From an optimization exercise on the open Yosys and OpenROAD flow, aimed at small area, a short achievable clock period and few clock cycles per item; shortcuts taken in it are not production practice.
Where RTL was checked, it was by simulation tests only, not by an equivalence proof against the original.
Power figures rest on the tool's default switching activity, not on a simulated workload.

Design csa_multiplier, start of the top module:
module csa_multiplier (
    input  logic        clk,
    input  logic        rst_n,
    input  logic        in_valid,
    input  logic [15:0] x,
    input  logic [15:0] y,
    output logic        out_valid,
    output logic [31:0] product
);
Settings: LEC_CHECK=0, CAP_MARGIN=20, CORE_MARGIN=2, CORE_UTILIZATION=40, CTS_CLUSTER_DIAMETER=80, CTS_CLUSTER_SIZE=24, SETUP_SLACK_MARGIN=4.35, SLEW_MARGIN=20; clock period 6.5 ns.
standard.sh (not shown) runs the stock make flow with config.mk's settings and CLKGATE_MAP_FILE= SYNTH_SCRIPT=/design/flow/synth_recipe.tcl, a recipe that flattens the netlist after the stock synthesis.
==> flow/flow/run.sh <==
#!/bin/bash
# Own layout flow: the standard layout with two changes.
# 1. Synthesis: Yosys's synth runs with -noabc, so its early "abc -fast" pass
#    does not re-map the hand-written full/half adders before extract_fa maps
#    them to the library's fa/ha cells (no inverters between adders).
# 2. Port buffers: buffer_ports still gives every input and output port a
#    buffer, but uses the plain buffer named below instead of the delay cell
#    it picks by default.
# Everything else is the standard flow (standard.sh, ORFS make targets).
set -euo pipefail
here=$(pwd)
sed 's/yosys synth -nofsm -noshare /yosys synth -nofsm -noshare -noabc /' synth_recipe.tcl > noabc_synth.tcl
grep -q -- "-noabc" noabc_synth.tcl
export BUFFER_PORTS_ARGS="-buffer_cell sky130_fd_sc_hd__buf_1"
bash standard.sh SYNTH_SCRIPT="$here/noabc_synth.tcl" finish > "$here/flow_make.log" 2>&1
Testbench counts at the start, summed over its fixed seeds: cycles 12,024, items 12,000.
Rerun with:
Settings changed: CORE_UTILIZATION 40 to 60, SETUP_SLACK_MARGIN 4.35 to 4.3.
Power shrinks by 5.5%.
Sequential cell count is unchanged.
Setup slack degrades by 0.020 ns.
First-iteration DRC count rose by 4.3%.
Wire length goes down by 2.6%.
Final cell count decreases by 11%.
Rerun with:
Settings changed: CORE_UTILIZATION 60 to 40, CTS_CLUSTER_DIAMETER 80 to not set, CTS_CLUSTER_SIZE 24 to not set.
=>
- The changed run completed without violations
- maximum frequency went up slightly
- final cell count went up by roughly a tenth
- routed wire length went up slightly
- combinational power went down by a few percent
- clock skew went down by 0.0085 ns
- utilization went down by 20 points
- power went up by a few percent
- non-clock buffer count went up by 3
- die area went up by well over a third
- design area went up by a few percent

## oak
Another version of the RTL of csa_multiplier (not shown whole).
Size in the first run: ~230 flip-flops, ~68 I/O pins, about 11000 µm² of cells after synthesis.
Settings: LEC_CHECK=0, CAP_MARGIN=20, CORE_MARGIN=2, CORE_UTILIZATION=40, CTS_CLUSTER_DIAMETER=80, CTS_CLUSTER_SIZE=24, SETUP_SLACK_MARGIN=4.0, SLEW_MARGIN=20; clock period 6.5 ns.
Scripts as last shown in full above: flow/flow/run.sh
Modified inputs, pine compared to oak
Settings: a change of SETUP_SLACK_MARGIN from 4.0 to 4.3.
Findings:
pine | stages: all done | timing, DRC, antenna: all pass
Of the two values seen for kind of critical path, register to register was produced by oak and register to primary output by pine.
The maximum clock frequency of pine is higher than that of oak.
Going from oak to pine, global-route wire length before repair shrinks by 0.62%.
pine against oak; number of buffers other than clock buffers in the final layout is up by a few percent.
Post-route cell area grows by a few percent when moving from oak to pine.
pine has buffer count from post-CTS setup fixing above what oak had.
No functional check of the RTL was part of any run of this note.

north:
RTL: one of the versions met above, not the one the previous note started from.
For scale: roughly 990 cells after synthesis, ~230 flip-flops, about 68 I/O pins, ~0.011 sq mm of cells after synthesis.
Settings: LEC_CHECK=0, CAP_MARGIN=20, CORE_MARGIN=2, CORE_UTILIZATION=40, CTS_CLUSTER_DIAMETER=80, CTS_CLUSTER_SIZE=24, GPL_TIMING_DRIVEN=0, SETUP_SLACK_MARGIN=4.3, SLEW_MARGIN=20; clock period 6.5 ns.
Scripts as last shown in full above: flow/flow/run.sh
Testbench counts of north, summed over its fixed seeds: cycles 12,024, items 12,000.
## Diff of input files: south against north
diff --git a/flow/config.mk b/flow/config.mk
--- a/flow/config.mk
+++ b/flow/config.mk
@@ -9,6 +9,5 @@
 export CORE_MARGIN = 2
-export CORE_UTILIZATION = 40
+export CORE_UTILIZATION = 50
 export CTS_CLUSTER_DIAMETER = 80
 export CTS_CLUSTER_SIZE = 24
-export GPL_TIMING_DRIVEN = 0
 export SETUP_SLACK_MARGIN = 4.3
## What came out
- south went all the way through synthesis, placement and routing and the layout is clean on timing, DRC and antenna.
- On slack of the worst reg-to-reg path, south does worse than north.
- Looking at total of plain and repair buffers excluding clock buffers, south sits 90 lower than north does.
- Worst slack at placement for south: 0.42 ns up relative to north
- Summary of south over north: via count of the first global-routing pass lower, sequential share of layout area higher, post-route worst setup slack lower, routing usage on met3 roughly the same.
- Against north, south comes in 2.4% lower on fmax.
- Compared with north, south shows a lower total power of the final layout.
- Area of the core delta for south relative to north: 19% lower
Inputs modified between south and east:
diff --git a/flow/config.mk b/flow/config.mk
--- a/flow/config.mk
+++ b/flow/config.mk
@@ -9,6 +9,6 @@
 export CORE_MARGIN = 2
-export CORE_UTILIZATION = 50
+export CORE_UTILIZATION = 40
 export CTS_CLUSTER_DIAMETER = 80
 export CTS_CLUSTER_SIZE = 24
-export SETUP_SLACK_MARGIN = 4.3
+export SETUP_SLACK_MARGIN = 4.2
 export SLEW_MARGIN = 20
### Flow results
As far as arrival time of the worst setup path is concerned, south and east perform about the same. east has wire length on met3 above what south had. Clock power (higher): south. Sort east and south by multi-input gate share of the layout cell area asc -> top: east. Area added between synthesis and finish in east is 0.59 points below south. Between east and south, the met3 usage is lower for east. Ratio of total power to cell area in east is about 4.7% lower than in south. [east vs south] number of standard cells in the final layout excluding fillers: higher in east. Depth of the critical timing path with buffers and inverters included: south vs east identical. Between east and south, via count is lower for east, south comes in above that. Setup WNS south -> east: worse.
> inputs changed (east -> west)
diff --git a/flow/config.mk b/flow/config.mk
--- a/flow/config.mk
+++ b/flow/config.mk
@@ -12,3 +12,3 @@
 export CTS_CLUSTER_SIZE = 24
-export SETUP_SLACK_MARGIN = 4.2
+export SETUP_SLACK_MARGIN = 4.25
 export SLEW_MARGIN = 20
==> comparison <==
On power attributed to the clock group, the higher figure sits with west, not east.
Number of filler instances in the final layout delta for west relative to east: 30 lower
Fraction of final layout cells with drive strength greater than 1: west higher than east
The wire length the detailed router placed on met1 was comparable across west and east.
Comparing west against east, there is no change at all in number of tap cells inserted.
Between west and east, the wire length of the first global-routing pass figures differ only marginally.
west: sequential share of layout area is 0.34 points lower than what east reported.
Compared with east, highest ir drop seen on vdd in west increased by more than 10%.
Growth of design area from synthesis to finish ended up 1.5 points higher on west than on east.
east -> west: fmax increased by a few percent
west ended up with a higher core utilization than east did.
Changes in middle relative to west:
diff --git a/flow/config.mk b/flow/config.mk
--- a/flow/config.mk
+++ b/flow/config.mk
@@ -12,3 +12,3 @@
 export CTS_CLUSTER_SIZE = 24
-export SETUP_SLACK_MARGIN = 4.25
+export SETUP_SLACK_MARGIN = 4.3
 export SLEW_MARGIN = 20
- middle has completed all stages; timing, DRC and antenna checks passed.
- Comparing west and middle, the lower final critical-path share of the clock period is on middle.
- Compared with west, middle shows amount of wire on met2 after detailed routing that has gone down by a few percent.
- Power density relative to cell area (higher): middle
- Relative to west, via count has increased by about 1.1% in middle.
- The multi-input gate share of total cell area number comes out higher for middle vs west.
- Compared middle against west; post-route worst hold slack within noise.
- middle ended with less final critical delay including setup and external delays than west.
- Setup slack: middle better than west
- As far as synthesized-area fraction occupied by adder cells goes, middle and west are indistinguishable; the numbers are identical.
- middle against west: utilization picked up an extra 0.26 points; placed cell area neither gained nor lost much.

## separate check: timing with driven ports
Ports are ideal in the flow. The routed layouts listed here were re-timed in OpenROAD. Step 1: set_driving_cell puts a clkbuf_16 on clk and a buf_2 on each other input, an assumption about the parent block. Step 2 moves the port delays by t, midway between the first and last clock arrival at a register: inputs arrive t later, outputs are due t later. That takes back most of the time a late clock gives input paths. Three values: ideal ports, drivers, drivers and shift; two values: the first two.
| run | t, ns | slack for setup (ns) | hold slack, ns | latest minus earliest clock arrival (ns) | pins driven straight from the clock port |
|---|---|---|---|---|---|
| the first run of note 1 | 0.522 | 4.266 / 4.232 / 4.266 | 0.333 / 0.333 / 0.333 | 0.015 / 0.015 | 1 |
| the second run of note 1 | 0.514 | 4.245 / 4.236 / 4.245 | 0.333 / 0.333 / 0.333 | 0.018 / 0.018 | 1 |
| the third run of note 1 | 0.556 | 4.255 / 4.215 / 4.255 | 0.326 / 0.326 / 0.326 | 0.009 / 0.009 | 1 |
| oak | 0.526 | 4.086 / 4.086 / 4.086 | 0.331 / 0.331 / 0.331 | 0.015 / 0.015 | 1 |
| pine | 0.536 | 4.258 / 4.212 / 4.278 | 0.329 / 0.329 / 0.329 | 0.034 / 0.034 | 1 |
| north | 0.534 | 4.265 / 4.219 / 4.265 | 0.331 / 0.331 / 0.331 | 0.035 / 0.035 | 1 |
| south | 0.525 | 4.211 / 4.211 / 4.211 | 0.333 / 0.333 / 0.333 | 0.010 / 0.010 | 1 |
| east | 0.520 | 4.200 / 4.200 / 4.200 | 0.331 / 0.331 / 0.331 | 0.023 / 0.023 | 1 |
| west | 0.522 | 4.256 / 4.233 / 4.256 | 0.332 / 0.332 / 0.332 | 0.027 / 0.028 | 1 |
| middle | 0.518 | 4.271 / 4.241 / 4.271 | 0.332 / 0.332 / 0.332 | 0.022 / 0.021 | 1 |
After both steps every run listed still meets setup and hold.
